What follows belongs to an exercise in optimizing a design on an open flow for small area; a production flow would make more cautious choices.
Only simulation tests tie the RTL to the original design; equivalence was not proved.
No activity file was given, so power comes from the tool's default toggle rates.

==> design.v <==
package tspes_pkg;
    localparam int PACKET_BYTES = 188;
    localparam logic [7:0] POS_BASE = 8'(256 - PACKET_BYTES);
endpackage
module tspes_beat_fifo
(
    input  logic        clk,
    input  logic        rst_n,
    input  logic        push,
    input  logic [7:0]  din,
    input  logic        pop,
    input  logic        clear,
    output logic [7:0]  head,
    output logic        not_empty,
    output logic        full,
    output logic        one
);
    logic [7:0] mem_reg [1:5];
    logic [2:0] count_reg;
    logic [5:1] at;
    assign at[1] = !count_reg[1] &&  count_reg[0];
    assign at[2] = !count_reg[2] &&  count_reg[1];
    assign at[3] =  count_reg[2] &&  count_reg[0];
    assign at[4] =  count_reg[1] && !count_reg[0];
    assign at[5] =  count_reg[2] && !count_reg[1];
    assign not_empty = count_reg[2] || count_reg[0];
    assign full      = at[5];
    assign one       = at[1];
    always_comb
    begin
        head = '0;
        for (int i = 1; i <= 5; i++)
            head = head | ({8{at[i]}} & mem_reg[i]);
    end
    always_ff @(posedge clk)
    begin
        if (push)
        begin
            mem_reg[1] <= din;
            for (int i = 2; i <= 5; i++)
                mem_reg[i] <= mem_reg[i-1];
        end
    end
    always_ff @(posedge clk or negedge rst_n)
    begin
        if (!rst_n)
            count_reg <= '0;
        else if (clear)
            count_reg <= '0;
        else if (push && !pop)
            count_reg <= {count_reg[1:0], !count_reg[2]};
        else if (pop && !push)
            count_reg <= {!count_reg[0], count_reg[2:1]};
    end
endmodule
import tspes_pkg::*;
module ts_pes_reassembler_core
(
    input  logic                clk,
    input  logic                rst_n,
    input  logic                ts_valid,
    output logic                ts_stall,
    input  logic [7:0]   ts_byte,
    output logic                pes_valid,
    input  logic                pes_stall,
    output logic [7:0]   pes_byte,
    output logic                pes_end,
    output logic [7:0]   pes_stream_id,
    output logic [15:0]         pes_total_length
);
    logic [7:0]  pos_reg;       
    logic        open_reg;      
    logic [15:0] left_reg;      
    logic        cand_reg;      
    logic [7:0]  sid_reg;
    logic [15:0] tot_reg;       
    logic        accept, taking, owed, hold, push, pop, clear;
    logic        at4, at5, at6, at7, at8, at9, past3, in_hdr;
    logic        cand_next;
    logic        q_not_empty, q_full, q_one;
    logic [7:0]  pos_flip;
    logic        pos_wrap;
    logic [15:0] left_flip, tot_flip;
    logic        load_hi, load_lo;
    assign at4    = (pos_reg == POS_BASE + 8'd4);
    assign at5    = (pos_reg == POS_BASE + 8'd5);
    assign at6    = (pos_reg == POS_BASE + 8'd6);
    assign at7    = (pos_reg == POS_BASE + 8'd7);
    assign at8    = (pos_reg == POS_BASE + 8'd8);
    assign at9    = (pos_reg == POS_BASE + 8'd9);
    assign past3  = (pos_reg >= POS_BASE + 8'd4);
    assign in_hdr = (pos_reg >= POS_BASE + 8'd5) && (pos_reg <= POS_BASE + 8'd9);
    assign taking = open_reg && (left_reg != '0);
    assign owed   = open_reg && (left_reg == '0);
    assign hold   = cand_reg && in_hdr && !(at9 && ts_valid);
    assign ts_stall = (q_full && pes_stall) || (at4 && owed && (pes_stall || !q_one));
    assign accept   = ts_valid && !ts_stall;
    always_comb
    begin
        if (at4)
            cand_next = !taking && (ts_byte == 8'h00);
        else if (at5)
            cand_next = cand_reg && (ts_byte == 8'h00);
        else if (at6)
            cand_next = cand_reg && (ts_byte == 8'h01);
        else
            cand_next = cand_reg;
    end
    assign push    = accept && ((cand_next && (at4 || in_hdr)) || (taking && past3));
    assign clear   = accept && cand_reg && (at5 || at6) && !cand_next;
    assign load_hi = accept && cand_reg && at8;
    assign load_lo = accept && cand_reg && at9;
    always_comb
    begin
        logic t;
        t = accept;
        for (int i = 0; i < 8; i++)
        begin
            pos_flip[i] = t;
            t = t && pos_reg[i];
        end
        pos_wrap = t;
        t = accept && taking && past3;
        for (int i = 0; i < 16; i++)
        begin
            left_flip[i] = t;
            t = t && !left_reg[i];
        end
        t = push;
        for (int i = 0; i < 16; i++)
        begin
            tot_flip[i] = t;
            t = t && tot_reg[i];
        end
    end
    always_ff @(posedge clk)
    begin
        if (accept)
        begin
            if (at4 || at5 || at6)
                cand_reg <= cand_next;
            if (cand_reg && at7)
                sid_reg <= ts_byte;
        end
        left_reg[15:8] <= load_hi ? ts_byte : (left_reg[15:8] ^ left_flip[15:8]);
        left_reg[7:0]  <= load_lo ? ts_byte : (left_reg[7:0] ^ left_flip[7:0]);
        tot_reg <= (accept && cand_reg && at7) ? 16'd4 : (tot_reg ^ tot_flip);
    end
    always_ff @(posedge clk or negedge rst_n)
    begin
        if (!rst_n)
        begin
            pos_reg  <= POS_BASE;
            open_reg <= 1'b0;
        end
        else
        begin
            pos_reg <= (pos_reg ^ pos_flip) | (POS_BASE & {8{pos_wrap}});
            if (load_lo)
                open_reg <= 1'b1;
            else if (pes_end && !pes_stall)
                open_reg <= 1'b0;
        end
    end
    assign pop = pes_valid && !pes_stall;
    tspes_beat_fifo u_fifo
    (
        .clk       (clk),
        .rst_n     (rst_n),
        .push      (push),
        .din       (ts_byte),
        .pop       (pop),
        .clear     (clear),
        .head      (pes_byte),
        .not_empty (q_not_empty),
        .full      (q_full),
        .one       (q_one)
    );
    assign pes_valid        = q_not_empty && !hold;
    assign pes_end          = owed && q_one;
    assign pes_stream_id    = pes_end ? sid_reg : 8'd0;
    assign pes_total_length = pes_end ? tot_reg : 16'd0;
endmodule
==> flow/run.sh <==
#!/bin/bash
# The standard layout, with the ports buffered by the smallest buffer
# (sky130_fd_sc_hd__buf_1) instead of the one buffer_ports picks by itself.
set -euo pipefail
bash standard.sh "BUFFER_PORTS_ARGS=-buffer_cell sky130_fd_sc_hd__buf_1" finish > flow_make.log 2>&1
==> standard.sh <==
#!/bin/bash
# synth_recipe.tcl (not shown) runs the flow's synth.tcl, then flattens the netlist and writes it again
# the make line also repeats each setting of config.mk as NAME=value (left out here)
make -C /OpenROAD-flow-scripts/flow DESIGN_CONFIG=/design/flow/config.mk WORK_HOME=/design/flow/orfs CLKGATE_MAP_FILE= SYNTH_SCRIPT=/design/flow/synth_recipe.tcl "${@:-finish}"
==> config.mk <==
export PLATFORM = sky130hd
export DESIGN_NAME = ts_pes_reassembler_core
export DESIGN_NICKNAME = ts_pes_reassembler_core
export VERILOG_FILES = /design/flow/design.v
export SDC_FILE = /design/flow/constraint.sdc
export NUM_CORES = 4
export LEC_CHECK = 0
export CAP_MARGIN = 20
export CELL_PAD_IN_SITES_DETAIL_PLACEMENT = 0
export CELL_PAD_IN_SITES_GLOBAL_PLACEMENT = 0
export CORE_MARGIN = 2
export CORE_UTILIZATION = 60
export CTS_BUF_LIST = sky130_fd_sc_hd__clkbuf_4 sky130_fd_sc_hd__clkbuf_8
export PLACE_DENSITY = 0.75
export SLEW_MARGIN = 20
==> constraint.sdc <==
create_clock -name core_clock -period 6.5 [get_ports {clk}]
set_input_delay 1.3000 -clock core_clock [delete_from_list [all_inputs] [get_ports {clk}]]
set_output_delay 1.3000 -clock core_clock [all_outputs]
set_load 0.01 [all_outputs]
==> results of run 1 <==
## Yosys cell counts, types with 2 or more instances
cell type	number	area share
sky130_fd_sc_hd__nand3_1	4	0.0048
sky130_fd_sc_hd__a221oi_1	16	0.034
sky130_fd_sc_hd__inv_1	20	0.018
sky130_fd_sc_hd__nor2_1	23	0.021
sky130_fd_sc_hd__nand4b_1	2	0.0042
sky130_fd_sc_hd__nand2_1	13	0.012
sky130_fd_sc_hd__xnor2_1	3	0.0064
sky130_fd_sc_hd__dfxtp_1	32	0.16
sky130_fd_sc_hd__nor4_1	6	0.0091
sky130_fd_sc_hd__a21oi_1	19	0.023
sky130_fd_sc_hd__o211a_1	2	0.0048
sky130_fd_sc_hd__a221o_1	2	0.0048
sky130_fd_sc_hd__o41ai_1	2	0.0042
sky130_fd_sc_hd__dfstp_2	2	0.013
sky130_fd_sc_hd__o21ai_0	8	0.0097
sky130_fd_sc_hd__ha_1	38	0.12
sky130_fd_sc_hd__and2_1	40	0.061
sky130_fd_sc_hd__edfxtp_1	49	0.36
sky130_fd_sc_hd__clkbuf_1	12	0.011
sky130_fd_sc_hd__dfrtp_1	10	0.061
sky130_fd_sc_hd__nor3_1	2	0.0024
sky130_fd_sc_hd__or2_2	2	0.0030
## worst reg2reg max path: stages (launching register included)
cell	delay [ps]
sky130_fd_sc_hd__dfxtp_1	330
sky130_fd_sc_hd__nor4_1	330
sky130_fd_sc_hd__nand4_1	370
sky130_fd_sc_hd__o41ai_4	500
sky130_fd_sc_hd__inv_2	100
sky130_fd_sc_hd__a31o_2	240
sky130_fd_sc_hd__ha_1	180
sky130_fd_sc_hd__ha_1	180
sky130_fd_sc_hd__ha_1	180
sky130_fd_sc_hd__ha_1	180
sky130_fd_sc_hd__ha_1	180
sky130_fd_sc_hd__ha_1	180
sky130_fd_sc_hd__ha_1	170
sky130_fd_sc_hd__ha_1	170
sky130_fd_sc_hd__ha_1	180
sky130_fd_sc_hd__ha_1	180
sky130_fd_sc_hd__ha_1	180
sky130_fd_sc_hd__ha_1	170
sky130_fd_sc_hd__ha_1	170
sky130_fd_sc_hd__ha_1	180
sky130_fd_sc_hd__ha_1	260
sky130_fd_sc_hd__and2_1	140
## power by group through the flow
stage                     logic (mW)  clock network [mW]  registers, mW
after floorplan                0.231                   0          0.687
final                          0.262               0.382          0.728
after CTS                      0.262               0.390          0.726
after global placement         0.255                   0          0.739
after detailed placement       0.261                   0          0.739
after global routing           0.296               0.414          0.736
## logic make-up after synthesis
group,synth area share
adders and majority gates,0.115
and+or+nand+nor,0.140
buffers and inverters,0.0348
DFF,0.585
AOI/OAI and AO/OA,0.110
xor gates and xnor gates,0.00636
muxes,0.00879
## layer usage
metal | track usage | routed length, um
met1 | 0.297 | 3490
met3 | 0.0474 | 340
met5 | 0 | 0
met2 | 0.317 | 3510
met4 | 0.0952 | 153
## worst max path at each step
stage	start	to	slack, ps	cells past startpoint
after global routing	ts_byte[0]	tot_reg[15]	1020	23
after CTS	ts_byte[0]	tot_reg[14]	1240	22
after detailed placement	ts_byte[0]	tot_reg[14]	870	22
after global placement	ts_byte[0]	tot_reg[14]	1010	22
after floorplan	ts_byte[0]	tot_reg[14]	1180	22
final	ts_byte[0]	tot_reg[14]	1240	22
## cell type report
cell class	count	area, um^2	area share
clock inverter	7	73.8	0.0162
tap	80	100	0.0219
timing repair buffer	49	195	0.0427
sequential	93	2410	0.529
multi-input combinational	205	1580	0.345
inverter	22	82.6	0.0181
clock buffer	9	124	0.0271
## per-stage QoR
stage | instance area (um^2) | hold slack (ps)
floorplan | 4130 | 426
global placement | 4370 | 429
detailed placement | 4370 | 437
CTS | 4570 | 452
global route | 4570 | 463
finish | 4570 | 450
==> impl_metrics.xml, run 1 <==
<?xml version="1.0" encoding="UTF-8"?>
<metrics>
  <group name="status">
    <metric name="result_of_the_run" unit="">timing/DRC/antenna clean</metric>
  </group>
  <group name="die">
    <metric name="die_width" unit="um">87.0</metric>
    <metric name="die_h" unit="um">87.0</metric>
    <metric name="placeableCoreArea" unit="mm^2">0.00672</metric>
    <metric name="die_area" unit="mm^2">0.00756</metric>
    <metric name="ioPinCount" unit="">47</metric>
    <metric name="floorplan.initialDensity" unit="">0.615</metric>
    <metric name="fp-row-count" unit="">30</metric>
  </group>
  <group name="logic_synthesis">
    <metric name="synth_enable_flop_cells" unit="">49</metric>
    <metric name="synthCells" unit="">334</metric>
    <metric name="yosysWarnings" unit="">3</metric>
    <metric name="synth_seq_cells" unit="">93</metric>
    <metric name="syn_area" unit="mm^2">0.00413</metric>
    <metric name="yosysSeqAreaShare" unit="">0.585</metric>
    <metric name="unique_masters_post_synth" unit="">49</metric>
    <metric name="synth_flop_cell" unit="">sky130_fd_sc_hd__edfxtp_1</metric>
    <metric name="post_synth.cell_area_avg" unit="um^2">12.4</metric>
    <metric name="asyncSetResetFlopFracSynth" unit="">0.129</metric>
  </group>
  <group name="timing">
    <metric name="worst_clock_skew" unit="ps">11.7</metric>
    <metric name="post-route-period-util" unit="">0.809</metric>
    <metric name="maxSlewHeadroom" unit="">0.546</metric>
    <metric name="maxClockFrequency" unit="MHz">190</metric>
    <metric name="unrepaired_setup_endpoints_after_global_routing" unit="">no</metric>
    <metric name="finalWorstPathRequiredPeriod" unit="ps">5260</metric>
    <metric name="worst_slew_pin_slew" unit="ps">678</metric>
    <metric name="final-setup-viol-count" unit="">0</metric>
    <metric name="slack_of_the_critical_path" unit="ps">1240</metric>
    <metric name="timing.final.max_slew_violations" unit="">0</metric>
    <metric name="finalHoldViolCount" unit="">0</metric>
    <metric name="final.setup.tns" unit="ps">0</metric>
  </group>
  <group name="critical_path">
    <metric name="worst-r2r-setup-slack" unit="ps">1640</metric>
    <metric name="worst_setup_path_start_kind" unit="">input pin</metric>
    <metric name="worst-endpoint-arrival" unit="ps">5510</metric>
    <metric name="path_max_fanout" unit="">6</metric>
    <metric name="rr_startpoint" unit="">left_reg[12]</metric>
    <metric name="cp_slowest_cell" unit="">sky130_fd_sc_hd__mux2_2</metric>
    <metric name="path_delay_family" unit="">adder cells</metric>
    <metric name="timing.critical_path.mode_cell" unit="">sky130_fd_sc_hd__ha_1</metric>
    <metric name="cp_cell_sequence" unit="">buf_1 &gt; mux2_2 &gt; nand3_1 &gt; a41o_2 &gt; o41ai_2 &gt; a31o_2 &gt; ha_1 &gt; ha_1 &gt; ha_1 &gt; ha_1 &gt; ha_1 &gt; ha_1 &gt; ha_1 &gt; ha_1 &gt; ha_1 &gt; ha_1 &gt; ha_1 &gt; ha_1 &gt; ha_1 &gt; ha_1 &gt; ha_1 &gt; and2_1</metric>
    <metric name="slowest_delay" unit="ps">370</metric>
    <metric name="setup.worst_path.class" unit="">in2reg</metric>
    <metric name="crit_required" unit="ps">6750</metric>
    <metric name="timing.rr.end" unit="">tot_reg[14]</metric>
    <metric name="crit_path_end_kind" unit="">flop</metric>
    <metric name="cp_num_buf_inv" unit="">1</metric>
    <metric name="worst_r2r_path_depth" unit="">21</metric>
  </group>
  <group name="cts">
    <metric name="ctsResizeCount" unit="">0</metric>
    <metric name="postCtsSetupRepairBufs" unit="">0</metric>
    <metric name="cts-buffers-inserted" unit="">9</metric>
    <metric name="tritoncts" unit="">yes</metric>
    <metric name="cts-hold-fix-buffers" unit="">0</metric>
    <metric name="ctsRootBufferMaster" unit="">sky130_fd_sc_hd__clkbuf_8</metric>
    <metric name="cts_htree_levels" unit="">3</metric>
    <metric name="clock-sinks" unit="">93</metric>
    <metric name="clk_pin_slew_worst_paths" unit="ps">90</metric>
    <metric name="clock_tree.buffer_depth" unit="">2</metric>
    <metric name="clk_latency" unit="ps">350</metric>
  </group>
  <group name="placement">
    <metric name="place_ws" unit="ps">872</metric>
    <metric name="post-place-cells" unit="">449</metric>
    <metric name="gp_congestion" unit="">0.894</metric>
    <metric name="dpl.hpwl" unit="mm">5.23</metric>
    <metric name="portBuffers" unit="">46</metric>
  </group>
  <group name="finish">
    <metric name="final_net_count" unit="">430</metric>
    <metric name="synthToLayoutAreaGrowth" unit="%">10.6</metric>
    <metric name="insertedDiodeCount" unit="">0</metric>
    <metric name="instances_no_fill" unit="">465</metric>
    <metric name="largest_register_ff_count" unit="">40</metric>
    <metric name="share_of_the_core_filled_with_cells_in_the_final_layout" unit="">0.680</metric>
    <metric name="drive_above_1_share" unit="">0.0935</metric>
    <metric name="commonest_non_fill_non_tap_cells_in_the_layout" unit="">sky130_fd_sc_hd__edfxtp_1, sky130_fd_sc_hd__buf_1, sky130_fd_sc_hd__and2_1</metric>
    <metric name="nFillCells" unit="">504</metric>
    <metric name="commonest_non_fill_non_tap_cell_in_the_layout" unit="">sky130_fd_sc_hd__edfxtp_1</metric>
  </group>
  <group name="grt">
    <metric name="initial_antenna_violation_count" unit="">0</metric>
    <metric name="number_of_global_route_vias_before_repair" unit="">2521</metric>
    <metric name="grt.overflow.total" unit="">0</metric>
    <metric name="grt_max_degree" unit="">47</metric>
    <metric name="globalRouteTotalUtil" unit="">0.212</metric>
    <metric name="grt_first_pass_wirelength" unit="mm">12.1</metric>
  </group>
  <group name="hold_path">
    <metric name="worstHoldPathType" unit="">reg2reg</metric>
    <metric name="worst_hold_path_cell_count" unit="">0</metric>
    <metric name="min_delay_worst_endpoint" unit="">u_fifo.mem_reg[3][4]</metric>
    <metric name="hp-start" unit="">u_fifo.mem_reg[2][4]</metric>
  </group>
  <group name="route">
    <metric name="drt_pre_antenna_iters" unit="">4</metric>
    <metric name="avgRoutedWirePerCell" unit="um">16.1</metric>
    <metric name="postRouteWirelength" unit="mm">7.50</metric>
    <metric name="ant_nets" unit="">0</metric>
    <metric name="vias" unit="">2685</metric>
    <metric name="remaining_drc_errors" unit="">0</metric>
    <metric name="drt_iter0_drc" unit="">158</metric>
    <metric name="drt-vias-per-instance" unit="">5.77</metric>
  </group>
  <group name="pwr">
    <metric name="power.static_leakage" unit="nW">2.02</metric>
    <metric name="cellPowerDensity" unit="mW/mm^2">300</metric>
    <metric name="worst_ir_drop_vdd" unit="mV">0.229</metric>
    <metric name="p_total" unit="mW">1.37</metric>
    <metric name="power.internal" unit="uW">939</metric>
    <metric name="switching_share" unit="">0.315</metric>
    <metric name="combinationalPowerShare" unit="">0.191</metric>
    <metric name="switchingPower" unit="uW">433</metric>
    <metric name="clockPowerShare" unit="">0.279</metric>
    <metric name="p_seq_frac" unit="">0.530</metric>
  </group>
  <group name="job">
    <metric name="drv_cap" unit="">0</metric>
  </group>
</metrics>
==> inputs of run 2 (changes only) <==
--- a/config.mk
+++ b/config.mk
@@ -10,6 +10,6 @@
 export CELL_PAD_IN_SITES_GLOBAL_PLACEMENT = 0
 export CORE_MARGIN = 2
 export CORE_UTILIZATION = 60
-export CTS_BUF_LIST = sky130_fd_sc_hd__clkbuf_4 sky130_fd_sc_hd__clkbuf_8
+export CTS_BUF_LIST = sky130_fd_sc_hd__clkbuf_8
 export PLACE_DENSITY = 0.75
 export SLEW_MARGIN = 20
==> run 2 against run 1 <==
  * Still clean
  * Clock skew did not move
  * Global-route usage did not move
  * Fmax stayed put
  * Combinational power about the same
  * Count of clock-buffer cells in the layout unchanged
  * Utilization stayed put
  * Sequential share of layout area unchanged
  * Sequential power about the same
  * Flip-flop and latch count stayed put
  * Critical endpoint unchanged
  * Largest cell class unchanged
  * Highest routed layer unchanged
==> impl_metrics.xml, run 2 <==
<?xml version="1.0" encoding="UTF-8"?>
<metrics>
  <group name="cts">
    <metric name="postCtsSetupRepairBufs" unit="">0</metric>
    <metric name="cts_htree_levels" unit="">3</metric>
    <metric name="cts-buffers-inserted" unit="">9</metric>
    <metric name="tritoncts" unit="">yes</metric>
    <metric name="cts-hold-fix-buffers" unit="">0</metric>
    <metric name="clock_tree.buffer_depth" unit="">2</metric>
    <metric name="clk_latency" unit="ps">350</metric>
    <metric name="clock-sinks" unit="">93</metric>
    <metric name="ctsResizeCount" unit="">0</metric>
    <metric name="ctsRootBufferMaster" unit="">sky130_fd_sc_hd__clkbuf_8</metric>
    <metric name="clk_pin_slew_worst_paths" unit="ps">90</metric>
  </group>
  <group name="pwr">
    <metric name="cellPowerDensity" unit="mW/mm^2">300</metric>
    <metric name="switchingPower" unit="uW">433</metric>
    <metric name="power.static_leakage" unit="nW">2.02</metric>
    <metric name="p_seq_frac" unit="">0.530</metric>
    <metric name="combinationalPowerShare" unit="">0.191</metric>
    <metric name="power.internal" unit="uW">939</metric>
    <metric name="clockPowerShare" unit="">0.279</metric>
    <metric name="switching_share" unit="">0.315</metric>
    <metric name="worst_ir_drop_vdd" unit="mV">0.229</metric>
  </group>
  <group name="logic_synthesis">
    <metric name="syn_area" unit="mm^2">0.00413</metric>
    <metric name="synth_area_leaders" unit="">sky130_fd_sc_hd__edfxtp_1, sky130_fd_sc_hd__dfxtp_1, sky130_fd_sc_hd__ha_1, sky130_fd_sc_hd__and2_1, sky130_fd_sc_hd__dfrtp_1</metric>
    <metric name="synthCells" unit="">334</metric>
    <metric name="leading_cell_type_by_number_of_instances_after_synthesis" unit="">sky130_fd_sc_hd__edfxtp_1</metric>
    <metric name="post_synth.cell_area_avg" unit="um^2">12.4</metric>
    <metric name="synth_enable_flop_cells" unit="">49</metric>
    <metric name="synth_seq_cells" unit="">93</metric>
    <metric name="yosysSeqAreaShare" unit="">0.585</metric>
    <metric name="synth_flop_cell" unit="">sky130_fd_sc_hd__edfxtp_1</metric>
    <metric name="yosysWarnings" unit="">3</metric>
    <metric name="asyncSetResetFlopFracSynth" unit="">0.129</metric>
    <metric name="post_synth_most_frequent_cells" unit="">sky130_fd_sc_hd__edfxtp_1, sky130_fd_sc_hd__and2_1, sky130_fd_sc_hd__ha_1</metric>
    <metric name="unique_masters_post_synth" unit="">49</metric>
    <metric name="portion_of_synthesized_cell_area_occupied_by_the_leading_cell_type" unit="">0.356</metric>
    <metric name="post-synth-top-area-cell" unit="">sky130_fd_sc_hd__edfxtp_1</metric>
  </group>
  <group name="die">
    <metric name="floorplan.initialDensity" unit="">0.615</metric>
    <metric name="placeableCoreArea" unit="mm^2">0.00672</metric>
    <metric name="ioPinCount" unit="">47</metric>
    <metric name="fp-row-count" unit="">30</metric>
    <metric name="die_area" unit="mm^2">0.00756</metric>
    <metric name="die_width" unit="um">87.0</metric>
    <metric name="die_h" unit="um">87.0</metric>
  </group>
  <group name="finish">
    <metric name="commonest_non_fill_non_tap_cells_in_the_layout" unit="">sky130_fd_sc_hd__edfxtp_1, sky130_fd_sc_hd__buf_1, sky130_fd_sc_hd__and2_1</metric>
    <metric name="finish.instance_area" unit="mm^2">0.00457</metric>
    <metric name="commonest_non_fill_non_tap_cell_in_the_layout" unit="">sky130_fd_sc_hd__edfxtp_1</metric>
    <metric name="multi_input_comb_area" unit="mm^2">0.00158</metric>
    <metric name="drive_above_1_share" unit="">0.0935</metric>
    <metric name="synthToLayoutAreaGrowth" unit="%">10.6</metric>
    <metric name="final_net_count" unit="">430</metric>
    <metric name="nFillCells" unit="">504</metric>
    <metric name="share_of_the_core_filled_with_cells_in_the_final_layout" unit="">0.680</metric>
    <metric name="area.sequential" unit="mm^2">0.00241</metric>
    <metric name="insertedDiodeCount" unit="">0</metric>
    <metric name="largest_register_ff_count" unit="">40</metric>
  </group>
  <group name="critical_path">
    <metric name="crit_required" unit="ps">6750</metric>
    <metric name="cp_slowest_cell" unit="">sky130_fd_sc_hd__mux2_2</metric>
    <metric name="timing.rr.end" unit="">tot_reg[14]</metric>
    <metric name="worst_setup_path_start_kind" unit="">input pin</metric>
    <metric name="rr_startpoint" unit="">left_reg[12]</metric>
    <metric name="cp_cell_sequence" unit="">buf_1 &gt; mux2_2 &gt; nand3_1 &gt; a41o_2 &gt; o41ai_2 &gt; a31o_2 &gt; ha_1 &gt; ha_1 &gt; ha_1 &gt; ha_1 &gt; ha_1 &gt; ha_1 &gt; ha_1 &gt; ha_1 &gt; ha_1 &gt; ha_1 &gt; ha_1 &gt; ha_1 &gt; ha_1 &gt; ha_1 &gt; ha_1 &gt; and2_1</metric>
    <metric name="cp-startpoint" unit="">ts_byte[0]</metric>
    <metric name="critical_path_end" unit="">tot_reg[14]</metric>
    <metric name="slowest_delay" unit="ps">370</metric>
    <metric name="worst_r2r_path_depth" unit="">21</metric>
    <metric name="worst-r2r-setup-slack" unit="ps">1640</metric>
    <metric name="worst-endpoint-arrival" unit="ps">5510</metric>
    <metric name="setup.worst_path.class" unit="">in2reg</metric>
    <metric name="timing.critical_path.mode_cell" unit="">sky130_fd_sc_hd__ha_1</metric>
    <metric name="crit_path_end_kind" unit="">flop</metric>
    <metric name="path_max_fanout" unit="">6</metric>
  </group>
  <group name="grt">
    <metric name="grt_first_pass_wirelength" unit="mm">12.1</metric>
    <metric name="grt.overflow.total" unit="">0</metric>
    <metric name="grt_max_degree" unit="">47</metric>
    <metric name="globalRouteTotalUtil" unit="">0.212</metric>
    <metric name="number_of_global_route_vias_before_repair" unit="">2521</metric>
    <metric name="initial_antenna_violation_count" unit="">0</metric>
  </group>
  <group name="route">
    <metric name="avgRoutedWirePerCell" unit="um">16.1</metric>
    <metric name="routedLengthMet1" unit="mm">3.49</metric>
    <metric name="routed-wl-met2" unit="mm">3.51</metric>
    <metric name="drt_pre_antenna_iters" unit="">4</metric>
    <metric name="route.met3.wl" unit="um">340</metric>
    <metric name="drt-vias-per-instance" unit="">5.77</metric>
    <metric name="ant_nets" unit="">0</metric>
    <metric name="remaining_drc_errors" unit="">0</metric>
    <metric name="postRouteWirelength" unit="mm">7.50</metric>
    <metric name="top_layer_used" unit="">met4</metric>
    <metric name="drt_iter0_drc" unit="">158</metric>
    <metric name="vias" unit="">2685</metric>
  </group>
  <group name="timing">
    <metric name="unrepaired_setup_endpoints_after_global_routing" unit="">no</metric>
    <metric name="post-route-period-util" unit="">0.809</metric>
    <metric name="worst_slew_pin_slew" unit="ps">678</metric>
    <metric name="hold_ws" unit="ps">450</metric>
    <metric name="final-setup-viol-count" unit="">0</metric>
    <metric name="slack_of_the_critical_path" unit="ps">1240</metric>
    <metric name="worst_clock_skew" unit="ps">11.7</metric>
    <metric name="maxClockFrequency" unit="MHz">190</metric>
    <metric name="timing.final.max_slew_violations" unit="">0</metric>
    <metric name="maxSlewHeadroom" unit="">0.546</metric>
    <metric name="final.setup.tns" unit="ps">0</metric>
    <metric name="finalHoldViolCount" unit="">0</metric>
    <metric name="finalWorstPathRequiredPeriod" unit="ps">5260</metric>
  </group>
  <group name="placement">
    <metric name="placed_cell_area" unit="mm^2">0.00437</metric>
    <metric name="gp_congestion" unit="">0.894</metric>
    <metric name="place_ws" unit="ps">872</metric>
    <metric name="dpl.hpwl" unit="mm">5.23</metric>
    <metric name="portBuffers" unit="">46</metric>
  </group>
  <group name="job">
    <metric name="drv_cap" unit="">0</metric>
  </group>
  <group name="status">
    <metric name="result_of_the_run" unit="">timing/DRC/antenna clean</metric>
  </group>
  <group name="hold_path">
    <metric name="worstHoldPathType" unit="">reg2reg</metric>
    <metric name="hp-start" unit="">u_fifo.mem_reg[2][4]</metric>
  </group>
</metrics>
[run 2: cell counts after synthesis]
Identical to the previous run, type by type.
[run 2: worst min path at each step]
stage | slack (ps) | cells after the start | to
2_1_floorplan | 430 | 0 | u_fifo.mem_reg[4][0]
3_3_place_gp | 430 | 0 | u_fifo.mem_reg[4][1]
3_5_place_dp | 440 | 0 | u_fifo.mem_reg[3][4]
4_1_cts | 450 | 0 | u_fifo.mem_reg[5][7]
5_1_grt | 460 | 0 | u_fifo.mem_reg[5][7]
6_report | 450 | 0 | u_fifo.mem_reg[3][4]
[run 2: cell type report]
cell class,count,area share
Clock buffer,9,0.0271
Multi-Input combinational cell,205,0.345
Sequential cell,93,0.529
Tap cell,80,0.0219
Clock inverter,7,0.0162
Timing Repair Buffer,49,0.0427
Inverter,22,0.0181
[run 2: per-stage QoR]
step | instances | total power [mW]
after floorplan | 334 | 0.918
after global placement | 449 | 0.994
after detailed placement | 449 | 0.999
after CTS | 465 | 1.38
after global routing | 465 | 1.45
final | 465 | 1.37
[run 2: logic make-up after synthesis]
family                   synth area share
adder cells (fa/ha/maj)             0.115
buffers and inverters              0.0348
AO/OA/AOI/OAI                       0.110
AND/OR/NAND/NOR                     0.140
XOR/XNOR                          0.00636
multiplexers                      0.00879
flip-flops                          0.585
[run 2: layer usage]
layer,GRT usage,up-vias
li1,-,1308
met1,0.297,1289
met2,0.317,73
met3,0.0474,15
met4,0.0952,0
met5,0,-
[run 2: worst max-delay path, delay by kind of cell]
| family | cells | cell delay (ps) |
|---|---|---|
| and+or+nand+nor | 2 | 220 |
| buffers and inverters | 1 | 250 |
| AOI/OAI and AO/OA | 3 | 600 |
| adders and majority gates | 15 | 2740 |
| muxes | 1 | 370 |
[run 2: power by group through the flow]
stage	Clock, mW	Sequential (mW)	Combinational [mW]
final	0.382	0.728	0.262
after global routing	0.414	0.736	0.296
after CTS	0.390	0.726	0.262
after detailed placement	0	0.739	0.261
after global placement	0	0.739	0.255
after floorplan	0	0.687	0.231
==> inputs of run 3 (changes only) <==
--- a/config.mk
+++ b/config.mk
@@ -5,11 +5,12 @@
 export SDC_FILE = /design/flow/constraint.sdc
 export NUM_CORES = 4
 export LEC_CHECK = 0
-export CAP_MARGIN = 20
+export CAP_MARGIN = 0
 export CELL_PAD_IN_SITES_DETAIL_PLACEMENT = 0
 export CELL_PAD_IN_SITES_GLOBAL_PLACEMENT = 0
 export CORE_MARGIN = 2
 export CORE_UTILIZATION = 60
 export CTS_BUF_LIST = sky130_fd_sc_hd__clkbuf_8
+export GPL_TIMING_DRIVEN = 0
 export PLACE_DENSITY = 0.75
-export SLEW_MARGIN = 20
+export SLEW_MARGIN = 0
==> run 3 against run 2 <==
  * Clock skew is 4.0 ps lower
  * Non-clock buffer count increased by 11
  * Via count decreased by 0.19%
  * Sequential power shrank 6.2%
  * Fmax fell by 6.7%
  * Critical path type unchanged
  * First-iteration DRC count fell by 12%
  * Largest cell class unchanged
  * Final cell count up 2.4%
  * Combinational power grew 25%
  * Worst setup slack got worse by 380 ps
  * Final area increased by 0.52%
==> impl_metrics.xml, run 3 <==
<?xml version="1.0" encoding="UTF-8"?>
<metrics>
  <group name="route">
    <metric name="drt-vias-per-instance" unit="">5.63</metric>
    <metric name="drt_pre_antenna_iters" unit="">5</metric>
    <metric name="remaining_drc_errors" unit="">0</metric>
    <metric name="vias" unit="">2680</metric>
    <metric name="ant_nets" unit="">0</metric>
    <metric name="drt_iter0_drc" unit="">139</metric>
    <metric name="postRouteWirelength" unit="mm">7.55</metric>
    <metric name="avgRoutedWirePerCell" unit="um">15.9</metric>
  </group>
  <group name="timing">
    <metric name="timing.final.max_slew_violations" unit="">0</metric>
    <metric name="worst_slew_pin_slew" unit="ps">977</metric>
    <metric name="finalHoldViolCount" unit="">0</metric>
    <metric name="post-route-period-util" unit="">0.867</metric>
    <metric name="final-setup-viol-count" unit="">0</metric>
    <metric name="final.setup.tns" unit="ps">0</metric>
    <metric name="hold_ws" unit="ps">450</metric>
    <metric name="maxClockFrequency" unit="MHz">177</metric>
    <metric name="finalWorstPathRequiredPeriod" unit="ps">5640</metric>
    <metric name="slack_of_the_critical_path" unit="ps">863</metric>
    <metric name="maxSlewHeadroom" unit="">0.343</metric>
    <metric name="worst_clock_skew" unit="ps">7.66</metric>
    <metric name="unrepaired_setup_endpoints_after_global_routing" unit="">no</metric>
  </group>
  <group name="hold_path">
    <metric name="worst_hold_path_cell_count" unit="">0</metric>
    <metric name="hp-start" unit="">u_fifo.mem_reg[2][6]</metric>
    <metric name="worstHoldPathType" unit="">reg2reg</metric>
    <metric name="min_delay_worst_endpoint" unit="">u_fifo.mem_reg[3][6]</metric>
  </group>
  <group name="logic_synthesis">
    <metric name="synthCells" unit="">334</metric>
    <metric name="post-synth-top-area-cell" unit="">sky130_fd_sc_hd__edfxtp_1</metric>
    <metric name="synth_area_leaders" unit="">sky130_fd_sc_hd__edfxtp_1, sky130_fd_sc_hd__dfxtp_1, sky130_fd_sc_hd__ha_1, sky130_fd_sc_hd__and2_1, sky130_fd_sc_hd__dfrtp_1</metric>
    <metric name="yosysWarnings" unit="">3</metric>
    <metric name="asyncSetResetFlopFracSynth" unit="">0.129</metric>
    <metric name="leading_cell_type_by_number_of_instances_after_synthesis" unit="">sky130_fd_sc_hd__edfxtp_1</metric>
    <metric name="yosysSeqAreaShare" unit="">0.585</metric>
    <metric name="synth_flop_cell" unit="">sky130_fd_sc_hd__edfxtp_1</metric>
    <metric name="post_synth_most_frequent_cells" unit="">sky130_fd_sc_hd__edfxtp_1, sky130_fd_sc_hd__and2_1, sky130_fd_sc_hd__ha_1</metric>
    <metric name="synth_enable_flop_cells" unit="">49</metric>
    <metric name="synth_seq_cells" unit="">93</metric>
    <metric name="post_synth.cell_area_avg" unit="um^2">12.4</metric>
    <metric name="syn_area" unit="mm^2">0.00413</metric>
    <metric name="portion_of_synthesized_cell_area_occupied_by_the_leading_cell_type" unit="">0.356</metric>
    <metric name="unique_masters_post_synth" unit="">49</metric>
  </group>
  <group name="die">
    <metric name="die_area" unit="mm^2">0.00756</metric>
    <metric name="floorplan.initialDensity" unit="">0.615</metric>
    <metric name="fp-row-count" unit="">30</metric>
    <metric name="die_h" unit="um">87.0</metric>
    <metric name="ioPinCount" unit="">47</metric>
    <metric name="die_width" unit="um">87.0</metric>
    <metric name="placeableCoreArea" unit="mm^2">0.00672</metric>
  </group>
  <group name="critical_path">
    <metric name="worst-r2r-setup-slack" unit="ps">1350</metric>
    <metric name="rr_startpoint" unit="">pos_reg[7]</metric>
    <metric name="crit_required" unit="ps">6740</metric>
    <metric name="setup.worst_path.class" unit="">in2reg</metric>
    <metric name="path_delay_family" unit="">adder cells</metric>
    <metric name="worst-endpoint-arrival" unit="ps">5880</metric>
    <metric name="timing.critical_path.mode_cell" unit="">sky130_fd_sc_hd__ha_1</metric>
    <metric name="worst_r2r_path_depth" unit="">23</metric>
    <metric name="cp_num_buf_inv" unit="">2</metric>
    <metric name="cp_slowest_cell" unit="">sky130_fd_sc_hd__mux2_2</metric>
    <metric name="cp_cell_sequence" unit="">buf_1 &gt; mux2_2 &gt; nand3_1 &gt; a41o_2 &gt; o41ai_2 &gt; a31o_1 &gt; buf_6 &gt; ha_1 &gt; ha_1 &gt; ha_1 &gt; ha_1 &gt; ha_1 &gt; ha_1 &gt; ha_1 &gt; ha_1 &gt; ha_1 &gt; ha_1 &gt; ha_1 &gt; ha_1 &gt; ha_1 &gt; ha_1 &gt; ha_1 &gt; xnor2_1 &gt; nor2_1</metric>
    <metric name="slowest_delay" unit="ps">380</metric>
    <metric name="worst_setup_path_start_kind" unit="">input pin</metric>
    <metric name="path_max_fanout" unit="">47</metric>
    <metric name="crit_path_end_kind" unit="">flop</metric>
    <metric name="timing.rr.end" unit="">tot_reg[15]</metric>
  </group>
  <group name="pwr">
    <metric name="p_total" unit="mW">1.38</metric>
    <metric name="cellPowerDensity" unit="mW/mm^2">301</metric>
    <metric name="worst_ir_drop_vdd" unit="mV">0.211</metric>
    <metric name="power.static_leakage" unit="nW">2.03</metric>
  </group>
  <group name="finish">
    <metric name="insertedDiodeCount" unit="">0</metric>
    <metric name="largest_register_ff_count" unit="">40</metric>
    <metric name="final_net_count" unit="">441</metric>
    <metric name="synthToLayoutAreaGrowth" unit="%">11.2</metric>
    <metric name="nFillCells" unit="">513</metric>
    <metric name="commonest_non_fill_non_tap_cell_in_the_layout" unit="">sky130_fd_sc_hd__edfxtp_1</metric>
    <metric name="share_of_the_core_filled_with_cells_in_the_final_layout" unit="">0.683</metric>
    <metric name="drive_above_1_share" unit="">0.0783</metric>
    <metric name="instances_no_fill" unit="">476</metric>
    <metric name="commonest_non_fill_non_tap_cells_in_the_layout" unit="">sky130_fd_sc_hd__edfxtp_1, sky130_fd_sc_hd__buf_1, sky130_fd_sc_hd__and2_1</metric>
    <metric name="finish.instance_area" unit="mm^2">0.00459</metric>
  </group>
  <group name="cts">
    <metric name="clk_pin_slew_worst_paths" unit="ps">90</metric>
    <metric name="clock-sinks" unit="">93</metric>
    <metric name="tritoncts" unit="">yes</metric>
    <metric name="ctsResizeCount" unit="">0</metric>
    <metric name="cts-buffers-inserted" unit="">9</metric>
    <metric name="postCtsSetupRepairBufs" unit="">0</metric>
    <metric name="ctsRootBufferMaster" unit="">sky130_fd_sc_hd__clkbuf_8</metric>
    <metric name="cts_htree_levels" unit="">3</metric>
    <metric name="clock_tree.buffer_depth" unit="">2</metric>
    <metric name="cts-hold-fix-buffers" unit="">0</metric>
    <metric name="clk_latency" unit="ps">360</metric>
  </group>
  <group name="placement">
    <metric name="placed_cell_area" unit="mm^2">0.00440</metric>
    <metric name="place_ws" unit="ps">462</metric>
    <metric name="post-place-cells" unit="">460</metric>
    <metric name="gp_congestion" unit="">0.875</metric>
    <metric name="dpl.hpwl" unit="mm">5.31</metric>
    <metric name="portBuffers" unit="">46</metric>
  </group>
  <group name="grt">
    <metric name="grt_max_degree" unit="">48</metric>
    <metric name="globalRouteTotalUtil" unit="">0.208</metric>
    <metric name="number_of_global_route_vias_before_repair" unit="">2489</metric>
    <metric name="grt_first_pass_wirelength" unit="mm">11.9</metric>
    <metric name="initial_antenna_violation_count" unit="">0</metric>
    <metric name="grt.overflow.total" unit="">0</metric>
  </group>
  <group name="status">
    <metric name="result_of_the_run" unit="">timing/DRC/antenna clean</metric>
  </group>
  <group name="job">
    <metric name="drv_cap" unit="">0</metric>
  </group>
</metrics>
## run 3: worst max-delay path by stage
stage | startpoint | endpoint | slack (ps) | cells past startpoint
floorplan | ts_byte[0] | tot_reg[14] | 1180 | 22
global placement | ts_byte[0] | tot_reg[15] | 530 | 24
detailed placement | ts_byte[0] | tot_reg[15] | 460 | 24
CTS | ts_byte[0] | tot_reg[15] | 850 | 24
global route | ts_byte[0] | tot_reg[15] | 570 | 24
finish | ts_byte[0] | tot_reg[15] | 860 | 24
## run 3: layout make-up
cell class | instances | area [um^2] | area share
repair buffers | 46 | 173 | 0.0376
inverters | 22 | 82.6 | 0.0180
flip-flops and latches | 93 | 2410 | 0.526
well taps | 80 | 100 | 0.0218
clock inverters | 7 | 65.1 | 0.0142
multi-input cells | 205 | 1570 | 0.342
plain buffers | 14 | 61.3 | 0.0134
clock buffers | 9 | 124 | 0.0270
## run 3: cell families (layout without fill, tap and decap cells)
logic type	count (synthesis)	count (layout)	share of synthesized area
fa+ha+maj	38	38	0.115
buf+inv	36	98	0.0348
mux	3	3	0.00879
flops	93	93	0.585
simple gates	101	101	0.140
compound gates	60	60	0.110
xor+xnor	3	3	0.00636
## run 3: power breakdown
| part | internal, mW | switching, mW | leakage (nW) |
|---|---|---|---|
| Combinational | 0.122 | 0.206 | 1.09 |
| Clock | 0.176 | 0.193 | 0.0988 |
| Sequential | 0.650 | 0.0334 | 0.845 |
| Total | 0.947 | 0.433 | 2.03 |
## run 3: layer usage
layer / GRT usage / share of wire / up-vias
li1: - / - / 1330
met1: 0.276 / 0.46 / 1286
met2: 0.334 / 0.49 / 53
met3: 0.0597 / 0.041 / 11
met4: 0.0597 / 0.012 / 0
met5: 0 / 0 / -
## run 3: worst reg2reg max path: stages (launching register included)
cell                      delay [ps]
sky130_fd_sc_hd__dfrtp_1         470
sky130_fd_sc_hd__nor4b_4         510
sky130_fd_sc_hd__nand3_4         150
sky130_fd_sc_hd__o41ai_4         380
sky130_fd_sc_hd__inv_2            90
sky130_fd_sc_hd__a31o_1          200
sky130_fd_sc_hd__buf_6           230
sky130_fd_sc_hd__ha_1            250
sky130_fd_sc_hd__ha_1            180
sky130_fd_sc_hd__ha_1            180
sky130_fd_sc_hd__ha_1            180
sky130_fd_sc_hd__ha_1            180
sky130_fd_sc_hd__ha_1            180
sky130_fd_sc_hd__ha_1            180
sky130_fd_sc_hd__ha_1            190
sky130_fd_sc_hd__ha_1            180
sky130_fd_sc_hd__ha_1            180
sky130_fd_sc_hd__ha_1            190
sky130_fd_sc_hd__ha_1            180
sky130_fd_sc_hd__ha_1            180
sky130_fd_sc_hd__ha_1            180
sky130_fd_sc_hd__ha_1            200
sky130_fd_sc_hd__xnor2_1         140
sky130_fd_sc_hd__nor2_1           60
==> inputs of run 4 (changes only) <==
==> flow/run.sh (replaced) <==
#!/bin/bash
# The standard layout, with the ports buffered by the smallest buffer
# (sky130_fd_sc_hd__buf_1), synthesis buffers removed before placement and
# non-critical gates downsized after global routing.
set -euo pipefail
bash standard.sh "BUFFER_PORTS_ARGS=-buffer_cell sky130_fd_sc_hd__buf_1" \
    REMOVE_ABC_BUFFERS=1 RECOVER_POWER=100 finish > flow_make.log 2>&1
--- a/config.mk
+++ b/config.mk
@@ -5,12 +5,11 @@
 export SDC_FILE = /design/flow/constraint.sdc
 export NUM_CORES = 4
 export LEC_CHECK = 0
-export CAP_MARGIN = 0
+export CAP_MARGIN = 20
 export CELL_PAD_IN_SITES_DETAIL_PLACEMENT = 0
 export CELL_PAD_IN_SITES_GLOBAL_PLACEMENT = 0
 export CORE_MARGIN = 2
 export CORE_UTILIZATION = 60
 export CTS_BUF_LIST = sky130_fd_sc_hd__clkbuf_8
-export GPL_TIMING_DRIVEN = 0
 export PLACE_DENSITY = 0.75
-export SLEW_MARGIN = 0
+export SLEW_MARGIN = 20
==> run 4 against run 3 <==
  * The layout now fails its checks (max-capacitance violations, max-slew violations)
  * Global-route usage is 0.81 points higher
  * Sequential power up 6.7%
  * Register-to-register slack improved by 110 ps
  * Count of clock-buffer cells in the layout rose by 1
  * First-iteration DRC count grew 1.4%
  * Final cell count shrank 2.5%
  * Largest cell class unchanged
==> impl_metrics.xml, run 4 <==
<?xml version="1.0" encoding="UTF-8"?>
<metrics>
  <group name="logic_synthesis">
    <metric name="asyncSetResetFlopFracSynth" unit="">0.129</metric>
    <metric name="yosysSeqAreaShare" unit="">0.585</metric>
    <metric name="leading_cell_type_by_number_of_instances_after_synthesis" unit="">sky130_fd_sc_hd__edfxtp_1</metric>
    <metric name="post_synth_most_frequent_cells" unit="">sky130_fd_sc_hd__edfxtp_1, sky130_fd_sc_hd__and2_1, sky130_fd_sc_hd__ha_1</metric>
    <metric name="yosysWarnings" unit="">3</metric>
    <metric name="unique_masters_post_synth" unit="">49</metric>
    <metric name="synth_seq_cells" unit="">93</metric>
    <metric name="portion_of_synthesized_cell_area_occupied_by_the_leading_cell_type" unit="">0.356</metric>
    <metric name="post_synth.cell_area_avg" unit="um^2">12.4</metric>
    <metric name="synthCells" unit="">334</metric>
    <metric name="synth_enable_flop_cells" unit="">49</metric>
    <metric name="synth_flop_cell" unit="">sky130_fd_sc_hd__edfxtp_1</metric>
    <metric name="syn_area" unit="mm^2">0.00413</metric>
    <metric name="post-synth-top-area-cell" unit="">sky130_fd_sc_hd__edfxtp_1</metric>
    <metric name="synth_area_leaders" unit="">sky130_fd_sc_hd__edfxtp_1, sky130_fd_sc_hd__dfxtp_1, sky130_fd_sc_hd__ha_1, sky130_fd_sc_hd__and2_1, sky130_fd_sc_hd__dfrtp_1</metric>
  </group>
  <group name="timing">
    <metric name="finalWorstPathRequiredPeriod" unit="ps">5270</metric>
    <metric name="timing.final.max_slew_violations" unit="">47</metric>
    <metric name="finalHoldViolCount" unit="">0</metric>
    <metric name="worst_slew_pin_slew" unit="ps">2310</metric>
    <metric name="post-route-period-util" unit="">0.810</metric>
    <metric name="worst_clock_skew" unit="ps">9.30</metric>
    <metric name="unrepaired_setup_endpoints_after_global_routing" unit="">no</metric>
    <metric name="final.setup.tns" unit="ps">0</metric>
    <metric name="maxClockFrequency" unit="MHz">190</metric>
    <metric name="final-setup-viol-count" unit="">0</metric>
    <metric name="maxSlewHeadroom" unit="">-0.539</metric>
  </group>
  <group name="route">
    <metric name="ant_nets" unit="">0</metric>
    <metric name="avgRoutedWirePerCell" unit="um">16.7</metric>
    <metric name="drt_iter0_drc" unit="">141</metric>
    <metric name="remaining_drc_errors" unit="">0</metric>
    <metric name="drt_pre_antenna_iters" unit="">4</metric>
    <metric name="drt-vias-per-instance" unit="">5.78</metric>
    <metric name="postRouteWirelength" unit="mm">7.76</metric>
    <metric name="vias" unit="">2680</metric>
  </group>
  <group name="pwr">
    <metric name="power.static_leakage" unit="nW">1.97</metric>
    <metric name="worst_ir_drop_vdd" unit="mV">0.147</metric>
    <metric name="switching_share" unit="">0.310</metric>
    <metric name="power.internal" unit="uW">941</metric>
    <metric name="combinationalPowerShare" unit="">0.190</metric>
    <metric name="p_seq_frac" unit="">0.534</metric>
    <metric name="cellPowerDensity" unit="mW/mm^2">302</metric>
    <metric name="switchingPower" unit="uW">422</metric>
    <metric name="p_total" unit="mW">1.36</metric>
    <metric name="clockPowerShare" unit="">0.276</metric>
  </group>
  <group name="die">
    <metric name="placeableCoreArea" unit="mm^2">0.00672</metric>
    <metric name="ioPinCount" unit="">47</metric>
    <metric name="fp-row-count" unit="">30</metric>
    <metric name="die_area" unit="mm^2">0.00756</metric>
    <metric name="die_h" unit="um">87.0</metric>
    <metric name="die_width" unit="um">87.0</metric>
    <metric name="floorplan.initialDensity" unit="">0.615</metric>
  </group>
  <group name="cts">
    <metric name="clock-sinks" unit="">93</metric>
    <metric name="cts_htree_levels" unit="">3</metric>
    <metric name="cts-buffers-inserted" unit="">9</metric>
    <metric name="ctsRootBufferMaster" unit="">sky130_fd_sc_hd__clkbuf_8</metric>
    <metric name="cts-hold-fix-buffers" unit="">0</metric>
    <metric name="clock_tree.buffer_depth" unit="">2</metric>
    <metric name="ctsResizeCount" unit="">0</metric>
    <metric name="tritoncts" unit="">yes</metric>
    <metric name="clk_pin_slew_worst_paths" unit="ps">90</metric>
    <metric name="clk_latency" unit="ps">360</metric>
    <metric name="postCtsSetupRepairBufs" unit="">0</metric>
  </group>
  <group name="placement">
    <metric name="portBuffers" unit="">46</metric>
    <metric name="placed_cell_area" unit="mm^2">0.00436</metric>
    <metric name="dpl.hpwl" unit="mm">5.33</metric>
    <metric name="gp_congestion" unit="">0.945</metric>
  </group>
  <group name="finish">
    <metric name="drive_above_1_share" unit="">0.0703</metric>
    <metric name="commonest_non_fill_non_tap_cells_in_the_layout" unit="">sky130_fd_sc_hd__edfxtp_1, sky130_fd_sc_hd__ha_1, sky130_fd_sc_hd__buf_1</metric>
    <metric name="share_of_the_core_filled_with_cells_in_the_final_layout" unit="">0.672</metric>
    <metric name="synthToLayoutAreaGrowth" unit="%">9.39</metric>
    <metric name="largest_register_ff_count" unit="">40</metric>
    <metric name="commonest_non_fill_non_tap_cell_in_the_layout" unit="">sky130_fd_sc_hd__edfxtp_1</metric>
    <metric name="finish.instance_area" unit="mm^2">0.00452</metric>
    <metric name="final_net_count" unit="">429</metric>
    <metric name="insertedDiodeCount" unit="">0</metric>
  </group>
  <group name="critical_path">
    <metric name="worst_setup_path_start_kind" unit="">input pin</metric>
    <metric name="setup.worst_path.class" unit="">in2reg</metric>
    <metric name="rr_startpoint" unit="">left_reg[2]</metric>
    <metric name="worst-endpoint-arrival" unit="ps">5520</metric>
    <metric name="crit_path_end_kind" unit="">flop</metric>
    <metric name="worst-r2r-setup-slack" unit="ps">1460</metric>
    <metric name="timing.rr.end" unit="">tot_reg[14]</metric>
    <metric name="crit_required" unit="ps">6760</metric>
    <metric name="path_max_fanout" unit="">6</metric>
    <metric name="worst_r2r_path_depth" unit="">21</metric>
  </group>
  <group name="hold_path">
    <metric name="worstHoldPathType" unit="">reg2reg</metric>
    <metric name="min_delay_worst_endpoint" unit="">u_fifo.mem_reg[2][5]</metric>
    <metric name="hp-start" unit="">u_fifo.mem_reg[1][5]</metric>
    <metric name="worst_hold_path_cell_count" unit="">0</metric>
  </group>
  <group name="grt">
    <metric name="grt.overflow.total" unit="">0</metric>
    <metric name="initial_antenna_violation_count" unit="">0</metric>
    <metric name="globalRouteTotalUtil" unit="">0.216</metric>
    <metric name="number_of_global_route_vias_before_repair" unit="">2553</metric>
    <metric name="grt_first_pass_wirelength" unit="mm">12.3</metric>
    <metric name="grt_max_degree" unit="">47</metric>
  </group>
  <group name="status">
    <metric name="result_of_the_run" unit="">complete, but fails checks</metric>
    <metric name="violations" unit="">max-capacitance violations, max-slew violations</metric>
  </group>
  <group name="job">
    <metric name="drv_cap" unit="">1</metric>
  </group>
</metrics>
==> run 4: cell types whose count changed in the layout (fill, tap and decap cells not counted), sizes merged <==
cell      change
clkinvlp      -1
inv           -1
clkinv        +1
buf          -10
clkbuf        -1
==> run 4: final cells by class <==
cell class                      count  area (um^2)
Sequential cell                    93         2410
Fill cell                         508         2200
Multi-Input combinational cell    205         1550
Timing Repair Buffer               48          180
Clock buffer                       10          138
Tap cell                           80          100
Inverter                           22         82.6
Clock inverter                      6         55.1
==> run 4: critical path, cell delays in order <==
cell	delay, ps
sky130_fd_sc_hd__clkbuf_1	240
sky130_fd_sc_hd__mux2_2	370
sky130_fd_sc_hd__nand3_1	100
sky130_fd_sc_hd__a41o_2	240
sky130_fd_sc_hd__o41ai_1	120
sky130_fd_sc_hd__a31o_2	280
sky130_fd_sc_hd__ha_1	180
sky130_fd_sc_hd__ha_1	180
sky130_fd_sc_hd__ha_1	180
sky130_fd_sc_hd__ha_1	170
sky130_fd_sc_hd__ha_1	170
sky130_fd_sc_hd__ha_1	180
sky130_fd_sc_hd__ha_1	170
sky130_fd_sc_hd__ha_1	170
sky130_fd_sc_hd__ha_1	180
sky130_fd_sc_hd__ha_1	180
sky130_fd_sc_hd__ha_1	180
sky130_fd_sc_hd__ha_1	180
sky130_fd_sc_hd__ha_1	180
sky130_fd_sc_hd__ha_1	180
sky130_fd_sc_hd__ha_1	260
sky130_fd_sc_hd__and2_1	130
==> run 4: layer usage <==
layer  track usage  vias to the layer above  wire length [um]
li1              -                     1308                 -
met1         0.287                     1271              3470
met2         0.345                       88              3720
met3        0.0607                       13               431
met4        0.0710                        0               127
met5             0                        -                 0
==> run 4: stage by stage <==
| stage | hold slack [ps] | cells | setup WS [ps] |
|---|---|---|---|
| after floorplan | 426 | 320 | 667 |
| after global placement | 429 | 448 | 991 |
| after detailed placement | 436 | 448 | 870 |
| after CTS | 455 | 464 | 1260 |
| after global routing | 464 | 464 | 1010 |
| final | 455 | 464 | 1230 |
==> run 4: worst max path at each step <==
stage	slack, ps	end	from
6_report	1230	tot_reg[14]	ts_byte[0]
3_5_place_dp	870	tot_reg[15]	ts_byte[0]
5_1_grt	1010	tot_reg[15]	ts_byte[0]
3_3_place_gp	990	tot_reg[14]	ts_byte[0]
2_1_floorplan	670	tot_reg[14]	ts_byte[0]
4_1_cts	1260	tot_reg[14]	ts_byte[0]
==> run 4: power by group through the flow <==
stage / Clock, mW / Combinational, mW / Sequential (mW)
2_1_floorplan: 0 / 0.186 / 0.718
3_3_place_gp: 0 / 0.256 / 0.738
3_5_place_dp: 0 / 0.262 / 0.740
4_1_cts: 0.382 / 0.264 / 0.727
5_1_grt: 0.405 / 0.291 / 0.736
6_report: 0.376 / 0.259 / 0.729
==> run 4: kinds of logic (layout without fill, tap and decap cells) <==
kind of cell	count (synthesis)	count (layout)	synth area share
mux	3	3	0.00879
buf+inv	36	86	0.0348
compound gates	60	60	0.110
fa+ha+maj	38	38	0.115
flops	93	93	0.585
simple gates	101	101	0.140
xor+xnor	3	3	0.00636
==> inputs of run 5 (changes only) <==
==> flow/run.sh (replaced) <==
#!/bin/bash
# The standard layout, with two changes: after floorplan the combinational
# logic is re-mapped for area by OpenROAD's restructure, and the ports are
# buffered by the smallest buffer (sky130_fd_sc_hd__buf_1).
set -euo pipefail
here=$(pwd)
mkdir -p "$here/rsz"
python3 flow/liberty_keep.py "$FLOW_HOME/platforms/sky130hd/lib/sky130_fd_sc_hd__tt_025C_1v80.lib" \
    "$here/rsz/keep.lib" \
    "sky130_fd_sc_hd__probe_p_8 sky130_fd_sc_hd__probec_p_8 sky130_fd_sc_hd__lpflow_*" \
    > liberty_keep.log 2>&1
export RSZ_LIB="$here/rsz/keep.lib"
export RSZ_DIR="$here/rsz"
bash standard.sh "POST_FLOORPLAN_TCL=$here/flow/restructure.tcl" \
    "BUFFER_PORTS_ARGS=-buffer_cell sky130_fd_sc_hd__buf_1" finish > flow_make.log 2>&1
==> flow/liberty_keep.py (new file) <==
# Writes a copy of a liberty file without the cells the platform marks
# don't-use, for OpenROAD's restructure (its ABC run ignores set_dont_use).
# usage: python3 liberty_keep.py IN.lib OUT.lib "pattern pattern ..."
import fnmatch
import re
import sys

src, dst, pats = sys.argv[1], sys.argv[2], sys.argv[3].split()
text = open(src).read()
out = []
pos = 0
for m in re.finditer(r'\n(\s*)cell\s*\(\s*"?([\w]+)"?\s*\)\s*\{', text):
    if m.start() < pos:
        continue
    name = m.group(2)
    # find the end of this cell group by brace matching
    depth = 0
    i = m.end() - 1
    while True:
        c = text[i]
        if c == '{':
            depth += 1
        elif c == '}':
            depth -= 1
            if depth == 0:
                break
        i += 1
    if any(fnmatch.fnmatch(name, p) for p in pats):
        out.append(text[pos:m.start()])
        pos = i + 1
out.append(text[pos:])
open(dst, 'w').write(''.join(out))
==> flow/restructure.tcl (new file) <==
# Re-map the combinational logic for area with OpenROAD's restructure (ABC),
# after floorplan and before placement. Registers are left as they are.
restructure -target area \
    -liberty_file $::env(RSZ_LIB) \
    -tielo_port sky130_fd_sc_hd__conb_1/LO \
    -tiehi_port sky130_fd_sc_hd__conb_1/HI \
    -work_dir $::env(RSZ_DIR) \
    -abc_logfile $::env(RSZ_DIR)/abc.log
report_design_area
==> run 5 against run 4 <==
  * Now clean on timing, DRC and antenna
  * Count of clock-buffer cells in the layout fell by 1
  * Non-clock buffer count increased by 19
  * Register-to-register slack worse by 170 ps
  * Largest power group unchanged
  * Worst hold slack improved by 1.1 ps
  * Utilization rose by 1.0 points
==> impl_metrics.xml, run 5 <==
<?xml version="1.0" encoding="UTF-8"?>
<metrics>
  <group name="cts">
    <metric name="clk_latency" unit="ps">360</metric>
    <metric name="clock-sinks" unit="">93</metric>
    <metric name="cts_htree_levels" unit="">3</metric>
    <metric name="clk_pin_slew_worst_paths" unit="ps">90</metric>
    <metric name="clock_tree.buffer_depth" unit="">2</metric>
    <metric name="cts-hold-fix-buffers" unit="">0</metric>
    <metric name="tritoncts" unit="">yes</metric>
    <metric name="ctsRootBufferMaster" unit="">sky130_fd_sc_hd__clkbuf_8</metric>
    <metric name="cts-buffers-inserted" unit="">9</metric>
  </group>
  <group name="logic_synthesis">
    <metric name="syn_area" unit="mm^2">0.00413</metric>
    <metric name="synth-compound-area-share" unit="">0.110</metric>
    <metric name="synth_flop_cell" unit="">sky130_fd_sc_hd__edfxtp_1</metric>
    <metric name="synth_fa_ha_area_frac" unit="">0.115</metric>
    <metric name="yosysWarnings" unit="">3</metric>
    <metric name="synth_enable_flop_cells" unit="">49</metric>
    <metric name="synth_top_family_by_area" unit="">simple AND/OR/NAND/NOR gates</metric>
    <metric name="portion_of_synthesized_cell_area_occupied_by_the_leading_cell_type" unit="">0.356</metric>
    <metric name="synth_area_leaders" unit="">sky130_fd_sc_hd__edfxtp_1, sky130_fd_sc_hd__dfxtp_1, sky130_fd_sc_hd__ha_1, sky130_fd_sc_hd__and2_1, sky130_fd_sc_hd__dfrtp_1</metric>
    <metric name="post_synth.cell_area_avg" unit="um^2">12.4</metric>
    <metric name="unique_masters_post_synth" unit="">49</metric>
    <metric name="synth_simple_gate_area_share" unit="">0.140</metric>
    <metric name="post-synth-top-area-cell" unit="">sky130_fd_sc_hd__edfxtp_1</metric>
    <metric name="synthXorXnorAreaFrac" unit="">0.00636</metric>
    <metric name="synthCells" unit="">334</metric>
    <metric name="asyncSetResetFlopFracSynth" unit="">0.129</metric>
    <metric name="synth_seq_cells" unit="">93</metric>
    <metric name="synth.mux.area_fraction" unit="">0.00879</metric>
    <metric name="leading_cell_type_by_number_of_instances_after_synthesis" unit="">sky130_fd_sc_hd__edfxtp_1</metric>
    <metric name="yosysSeqAreaShare" unit="">0.585</metric>
    <metric name="post_synth_most_frequent_cells" unit="">sky130_fd_sc_hd__edfxtp_1, sky130_fd_sc_hd__and2_1, sky130_fd_sc_hd__ha_1</metric>
  </group>
  <group name="pwr">
    <metric name="power.static_leakage" unit="nW">1.66</metric>
    <metric name="power.internal" unit="mW">1.23</metric>
    <metric name="combinationalPowerShare" unit="">0.284</metric>
    <metric name="p_seq_frac" unit="">0.495</metric>
    <metric name="clockPowerShare" unit="">0.221</metric>
    <metric name="cellPowerDensity" unit="mW/mm^2">406</metric>
    <metric name="switching_share" unit="">0.338</metric>
    <metric name="switchingPower" unit="uW">629</metric>
    <metric name="worst_ir_drop_vdd" unit="mV">0.214</metric>
  </group>
  <group name="placement">
    <metric name="place_ws" unit="ps">-456</metric>
    <metric name="dpl.hpwl" unit="mm">5.78</metric>
    <metric name="placed_cell_area" unit="mm^2">0.00431</metric>
    <metric name="gp_congestion" unit="">0.892</metric>
    <metric name="portBuffers" unit="">46</metric>
  </group>
  <group name="timing">
    <metric name="worst_clock_skew" unit="ps">11.6</metric>
    <metric name="final-setup-viol-count" unit="">0</metric>
    <metric name="maxClockFrequency" unit="MHz">163</metric>
    <metric name="finalHoldViolCount" unit="">0</metric>
    <metric name="timing.final.max_slew_violations" unit="">0</metric>
    <metric name="finalWorstPathRequiredPeriod" unit="ps">6140</metric>
    <metric name="slack_of_the_critical_path" unit="ps">360</metric>
    <metric name="worst_slew_pin_slew" unit="ps">714</metric>
    <metric name="maxSlewHeadroom" unit="">0.521</metric>
    <metric name="post-route-period-util" unit="">0.945</metric>
  </group>
  <group name="grt">
    <metric name="grt_first_pass_wirelength" unit="mm">13.4</metric>
    <metric name="globalRouteTotalUtil" unit="">0.233</metric>
    <metric name="grt.overflow.total" unit="">0</metric>
    <metric name="number_of_global_route_vias_before_repair" unit="">2833</metric>
    <metric name="grt_max_degree" unit="">45</metric>
    <metric name="initial_antenna_violation_count" unit="">0</metric>
  </group>
  <group name="job">
    <metric name="drv_cap" unit="">0</metric>
  </group>
  <group name="critical_path">
    <metric name="path_delay_family" unit="">simple AND/OR/NAND/NOR gates</metric>
    <metric name="path_max_fanout" unit="">3</metric>
    <metric name="setup.worst_path.class" unit="">in2reg</metric>
    <metric name="cp_slowest_cell" unit="">sky130_fd_sc_hd__or4_1</metric>
    <metric name="worst_setup_path_start_kind" unit="">input pin</metric>
    <metric name="cp_num_buf_inv" unit="">15</metric>
    <metric name="crit_required" unit="ps">6800</metric>
    <metric name="timing.critical_path.mode_cell" unit="">sky130_fd_sc_hd__nor2_2</metric>
    <metric name="crit_path_end_kind" unit="">flop</metric>
    <metric name="worst-endpoint-arrival" unit="ps">6440</metric>
    <metric name="slowest_delay" unit="ps">550</metric>
  </group>
  <group name="die">
    <metric name="die_width" unit="um">87.0</metric>
    <metric name="fp-row-count" unit="">30</metric>
    <metric name="ioPinCount" unit="">47</metric>
    <metric name="floorplan.initialDensity" unit="">0.615</metric>
    <metric name="die_h" unit="um">87.0</metric>
    <metric name="placeableCoreArea" unit="mm^2">0.00672</metric>
    <metric name="die_area" unit="mm^2">0.00756</metric>
  </group>
  <group name="finish">
    <metric name="largest_register_ff_count" unit="">40</metric>
    <metric name="commonest_non_fill_non_tap_cells_in_the_layout" unit="">sky130_fd_sc_hd__clkinv_1, sky130_fd_sc_hd__edfxtp_1, sky130_fd_sc_hd__buf_1</metric>
    <metric name="final_net_count" unit="">460</metric>
    <metric name="drive_above_1_share" unit="">0.126</metric>
    <metric name="finish.instance_area" unit="mm^2">0.00458</metric>
    <metric name="share_of_the_core_filled_with_cells_in_the_final_layout" unit="">0.682</metric>
    <metric name="insertedDiodeCount" unit="">0</metric>
    <metric name="synthToLayoutAreaGrowth" unit="%">11.0</metric>
    <metric name="commonest_non_fill_non_tap_cell_in_the_layout" unit="">sky130_fd_sc_hd__clkinv_1</metric>
  </group>
  <group name="status">
    <metric name="result_of_the_run" unit="">timing/DRC/antenna clean</metric>
  </group>
  <group name="route">
    <metric name="avgRoutedWirePerCell" unit="um">15.8</metric>
    <metric name="drt-vias-per-instance" unit="">5.67</metric>
    <metric name="postRouteWirelength" unit="mm">8.42</metric>
    <metric name="drt_iter0_drc" unit="">214</metric>
    <metric name="remaining_drc_errors" unit="">0</metric>
    <metric name="drt_pre_antenna_iters" unit="">5</metric>
    <metric name="vias" unit="">3023</metric>
    <metric name="ant_nets" unit="">0</metric>
  </group>
  <group name="hold_path">
    <metric name="worstHoldPathType" unit="">reg2reg</metric>
  </group>
</metrics>
==> run 5: power by group through the flow <==
stage	sequential [mW]	clock, mW	combinational, mW
2_1_floorplan	0.687	0	0.231
3_3_place_gp	0.927	0	0.496
3_5_place_dp	0.933	0	0.518
4_1_cts	0.921	0.421	0.520
5_1_grt	0.939	0.446	0.595
6_report	0.923	0.411	0.529
==> run 5: path summary, 6_finish.rpt <==
path / startpoint / to / slack, ps / depth (start not counted)
max reg2reg: pos_reg[6] / tot_reg[15] / 1290 / 36
max: ts_byte[1] / tot_reg[15] / 360 / 38
min: u_fifo.mem_reg[2][3] / u_fifo.mem_reg[3][3] / 460 / 0
min in group asynchronous: rst_n / pos_reg[5] / 940 / 1
min reg2reg: u_fifo.mem_reg[2][3] / u_fifo.mem_reg[3][3] / 460 / 0
max in group asynchronous: rst_n / open_reg / 5130 / 1
==> run 5: per-stage QoR <==
step / TNS [ps] / std cells / hold WS, ps / power [mW]
after detailed placement: -1010 / 515 / 437 / 1.45
after floorplan: 0 / 334 / 426 / 0.918
final: 0 / 533 / 456 / 1.86
after CTS: 0 / 531 / 445 / 1.86
after global routing: -148 / 533 / 475 / 1.98
after global placement: -147 / 515 / 430 / 1.42
==> run 5: cell families (layout without fill, tap and decap cells) <==
group	Yosys count	in the layout
flops	93	93
compound gates	60	95
fa+ha+maj	38	0
xor+xnor	3	0
mux	3	0
simple gates	101	111
buf+inv	36	154
==> run 5: layout make-up <==
type | instances | area (um^2)
sequential | 93 | 2410
fill | 526 | 2130
multi-input combinational | 206 | 1260
timing repair buffer | 67 | 330
inverter | 71 | 267
clock buffer | 9 | 124
tap | 80 | 100
clock inverter | 7 | 90.1
==> run 5: metal layers <==
layer,up-vias,share of wire,global-route usage
met5,-,0,0
met4,0,0.018,0.0852
met3,15,0.046,0.0654
met2,77,0.50,0.372
met1,1437,0.44,0.305
li1,1494,-,-
==> run 5: repair_timing <==
item / CTS / global route
buffers inserted: 0 / 2
gates cloned: 0 / 0
gates resized for setup: 5 / 15
setup endpoints to repair: 2 / 5
pin swaps: 0 / 2

afterwards: timing with drivers on the ports:
Ports are ideal in the flow. The routed layouts listed here were re-timed in OpenROAD.
Step 1: set_driving_cell puts a clkbuf_16 on clk and a buf_2 on each other input, an assumption about the parent block.
Step 2 times the ports against the registers' clock, not the clock port: input delays grow and output delays shrink by t, the midpoint of the rising clock arrivals with the driver on.
a / b / c = ideal ports / drivers / drivers and shift; a / b = the first two.
run | shift t [ns] | slack for setup (ns) | hold slack, ns | clock arrival spread, ns
run 1 | 0.378 | 1.240 / 1.247 / 0.869 | 0.450 / 0.450 / 0.450 | 0.013 / 0.012
run 2 | 0.378 | 1.240 / 1.247 / 0.869 | 0.450 / 0.450 / 0.450 | 0.013 / 0.012
run 3 | 0.388 | 0.863 / 0.874 / 0.487 | 0.450 / 0.450 / 0.450 | 0.008 / 0.007
run 4 | 0.386 | 1.233 / 1.237 / 0.851 | 0.455 / 0.455 / 0.455 | 0.010 / 0.010
run 5 | 0.390 | 0.360 / 0.370 / -0.020 | 0.456 / 0.456 / 0.456 | 0.011 / 0.011
Met with ideal ports but missed after step 2: setup timing in run 5. For run 4, which loses most, drivers alone change the setup slack by +0.004 ns; drivers and shift together by -0.382 ns.
